Background: an optimization exercise with open tools, aiming at small area, a short achievable clock period and few clock cycles. Do not read the settings as production practice. Function was checked by simulation only, so behaviour that the tests miss may differ from the original. Power is estimated from default activity; no workload was simulated.

== run 1 ==
// box_smoothing_3x3_edge_mean
module box_smoothing_3x3_edge_mean
#(
  parameter int MAX_SIDE = 16
) (
  input  logic              clk,
  input  logic              rst,
  input  logic              cfg_write,
  input  logic [SIZE_W-1:0] image_size,
  input  logic              in_valid,
  output logic              in_stall,
  input  logic [PIX_W-1:0]  pixel,
  output logic              out_valid,
  input  logic              out_stall,
  output logic [PIX_W-1:0]  smoothed,
  output logic [POS_W-1:0]  out_row,
  output logic [POS_W-1:0]  out_col,
  output logic              last_of_run,
  output logic              frame_done
);
  logic             adv, adv_next, skid_v, skid_v_n;
  logic [PIX_W-1:0] skid_q;
  logic [3:0]       side_m1, seg;
  logic [PIX_W-1:0] pix_q, up1, up2, up1_next, up2_next;
  logic             wr, ev, ev_fl, flush, mask_b, rows3, c0, c1, cl;
  logic             sv, s_n9, s_n6, s_n4, dv;
  logic [SUM_W-1:0] s;
  logic [PIX_W-1:0] q;
  logic             out_free, inc, xfer;
  logic [3:0]       nrow, ncol;
  assign adv      = !skid_v;
  assign inc      = dv && adv;
  assign out_free = !out_valid || !out_stall;
  assign xfer     = out_valid && !out_stall;
  assign skid_v_n = skid_v ? !out_free : (inc && !out_free);
  assign adv_next = !skid_v_n;
  bsm_ctrl u_ctrl (
    .clk       (clk),
    .rst       (rst),
    .cfg_write (cfg_write),
    .image_size(image_size),
    .in_valid  (in_valid),
    .in_stall  (in_stall),
    .pixel     (pixel),
    .adv       (adv),
    .adv_next  (adv_next),
  ...
export LEC_CHECK = 0
export CAP_MARGIN = 20
export CORE_MARGIN = 2
export CORE_UTILIZATION = 65
export CTS_BUF_LIST = sky130_fd_sc_hd__clkbuf_8
export CTS_CLUSTER_SIZE = 25
export PLACE_DENSITY = 0.75
export SETUP_SLACK_MARGIN = 4.0
export SLEW_MARGIN = 20
create_clock -name core_clock -period 6.5 [get_ports {clk}]
run.sh (not shown) runs the stock make flow with config.mk's settings and CLKGATE_MAP_FILE= SYNTH_SCRIPT=/design/flow/synth_recipe.tcl, a recipe that flattens the netlist after the stock synthesis.
Every stage of the flow completed for run 1, and the final layout passed the timing, design-rule and antenna checks.
Testbench counts of run 1, summed over its fixed seeds: cycles 10,935.
[inputs] run 2 vs run 1
# run 1
export LEC_CHECK = 0
export CAP_MARGIN = 20
export CORE_MARGIN = 2
export CORE_UTILIZATION = 65
export CTS_BUF_LIST = sky130_fd_sc_hd__clkbuf_8
export CTS_CLUSTER_SIZE = 25
export PLACE_DENSITY = 0.75
export SETUP_SLACK_MARGIN = 4.0
export SLEW_MARGIN = 20
create_clock -name core_clock -period 6.5 [get_ports {clk}]
# run 2
export LEC_CHECK = 0
export CAP_MARGIN = 20
export CORE_MARGIN = 2
export CORE_UTILIZATION = 65
export CTS_BUF_LIST = sky130_fd_sc_hd__clkbuf_8
export CTS_CLUSTER_SIZE = 25
export PLACE_DENSITY = 0.75
export SETUP_SLACK_MARGIN = 3.9
export SLEW_MARGIN = 20
create_clock -name core_clock -period 6.5 [get_ports {clk}]
- Looking at data arrival at the endpoint of the critical path, run 2 sits 0.07 ns below run 1.
- Route | run 2 vs run 1 | wire shorter in run 2
- Row critical path required time: run 2 higher / run 1 lower
- Taking run 1 as the reference, in run 2 post-synthesis to final-layout area growth went down, global-route usage went down, cell area went down.
Edits applied to the flow inputs when going from run 2 to run 3:
# run 2
export LEC_CHECK = 0
export CAP_MARGIN = 20
export CORE_MARGIN = 2
export CORE_UTILIZATION = 65
export CTS_BUF_LIST = sky130_fd_sc_hd__clkbuf_8
export CTS_CLUSTER_SIZE = 25
export PLACE_DENSITY = 0.75
export SETUP_SLACK_MARGIN = 3.9
export SLEW_MARGIN = 20
create_clock -name core_clock -period 6.5 [get_ports {clk}]
# run 3
export LEC_CHECK = 0
export CAP_MARGIN = 20
export CORE_MARGIN = 2
export CORE_UTILIZATION = 65
export CTS_BUF_LIST = sky130_fd_sc_hd__clkbuf_8
export CTS_CLUSTER_SIZE = 25
export PLACE_DENSITY = 0.75
export SETUP_SLACK_MARGIN = 3.9
export SLEW_MARGIN = 20
export TNS_END_PERCENT = 5
create_clock -name core_clock -period 6.5 [get_ports {clk}]
Results
- There was hardly any difference in switching portion of total power between run 2 and run 3.
- A beginning of the critical path of out_col[0] is what run 3 shows, while u_div.y9 belongs to run 2.
- In run 3, the iteration-0 DRC count of the detailed router came out 109 above the value in run 2.
- Run 3 — critical path depth 9 lower, run 2 as reference
- Of the two values seen for termination of the worst setup path, smoothed[4] was produced by run 2 and out_col[0] by run 3.
- Comparing run 2 with run 3, the number of sinks on the clock net came out essentially unchanged.
- The final reports for run 3 and run 2 show data arrival time at the worst-slack endpoint lower in the former.
Input-level comparison between run 4 and run 3:
# run 3
export LEC_CHECK = 0
export CAP_MARGIN = 20
export CORE_MARGIN = 2
export CORE_UTILIZATION = 65
export CTS_BUF_LIST = sky130_fd_sc_hd__clkbuf_8
export CTS_CLUSTER_SIZE = 25
export PLACE_DENSITY = 0.75
export SETUP_SLACK_MARGIN = 3.9
export SLEW_MARGIN = 20
export TNS_END_PERCENT = 5
create_clock -name core_clock -period 6.5 [get_ports {clk}]
# run 4
export LEC_CHECK = 0
export ABC_AREA = 1
export CAP_MARGIN = 0
export CORE_MARGIN = 2
export CORE_UTILIZATION = 65
export CTS_BUF_LIST = sky130_fd_sc_hd__clkbuf_8
export CTS_CLUSTER_SIZE = 25
export PLACE_DENSITY = 0.75
export SETUP_SLACK_MARGIN = 4.0
export SLEW_MARGIN = 0
create_clock -name core_clock -period 6.5 [get_ports {clk}]
Notes after the runs:
[compare] base=run 3 new=run 4: share of cells above drive strength 1 moved down, number of standard cells after synthesis shows an increase of 351, switching share of power now larger, wire length of the first global-routing pass moved up, final-layout fill cell count went up. Of the two values seen for most common cell after layout, fill and taps aside, sky130_fd_sc_hd__dfxtp_1 was produced by run 3 and sky130_fd_sc_hd__nand2_1 by run 4. Per the comparison of run 4 with run 3, timing-limited maximum frequency saw an increase, post-layout total power lost 190 uW.
Input changes introduced in run 5 (baseline for comparison: run 4):
# run 4
export LEC_CHECK = 0
export ABC_AREA = 1
export CAP_MARGIN = 0
export CORE_MARGIN = 2
export CORE_UTILIZATION = 65
export CTS_BUF_LIST = sky130_fd_sc_hd__clkbuf_8
export CTS_CLUSTER_SIZE = 25
export PLACE_DENSITY = 0.75
export SETUP_SLACK_MARGIN = 4.0
export SLEW_MARGIN = 0
create_clock -name core_clock -period 6.5 [get_ports {clk}]
# run 5
export LEC_CHECK = 0
export CAP_MARGIN = 0
export CORE_MARGIN = 2
export CORE_UTILIZATION = 75
export CTS_BUF_LIST = sky130_fd_sc_hd__clkbuf_8
export CTS_CLUSTER_SIZE = 25
export PLACE_DENSITY = 0.88
export SETUP_SLACK_MARGIN = 3.9
export SLEW_MARGIN = 0
create_clock -name core_clock -period 6.5 [get_ports {clk}]
==> run summary <==
- Number of distinct library cells after synthesis on run 5 is up relative to run 4.
- Compared with run 4, run 5 degrades final area.
- As of run 5, number of buffers added by the clock tree synthesis step had fallen by more than 10% compared to run 4.
- Run 5 has final worst hold slack below what run 4 had.
- Run 5 against run 4: stage delay of the slowest cell on the critical path increased 0.18 ns; number of global-route vias before repair decreased 520; met3 demand-to-capacity share in global routing essentially unchanged; portion of the post-synthesis area used by sequential elements increased 0.58 points; worst slew slack as a fraction of its limit decreased 4.4 points.

-- re-timing with driven ports --
How much do the figures lean on ideal ports? The routed layouts below were timed once more, with nothing changed but the port constraints. Step 1: set_driving_cell puts a clkbuf_16 on clk and a buf_2 on each other input, an assumption about the parent block. Step 2 times the ports against the registers' clock, not the clock port: input delays grow and output delays shrink by t, the midpoint of the rising clock arrivals with the driver on. a / b / c = no drivers / after step 1 / after step 2; a / b = the first two.
run	t, ns	slack for setup (ns)	slew at the worst register clock pin (ns)	worst slew at a driven data input, ns	cell pins on the clock port's net
run 1	0.625	3.826 / 3.826 / 3.559	0.07 / 0.07	0.04	1
run 2	0.644	3.921 / 3.905 / 3.506	0.07 / 0.07	0.04	1
run 3	0.607	3.684 / 3.641 / 3.266	0.06 / 0.06	0.04	1
run 4	0.621	4.037 / 3.991 / 3.443	0.07 / 0.07	0.04	1
run 5	0.637	3.794 / 3.794 / 3.432	0.07 / 0.07	0.04	1
After both steps every run listed still meets setup and hold. For run 4, which loses most, drivers alone change the setup slack by -0.046 ns; drivers and shift together by -0.594 ns.
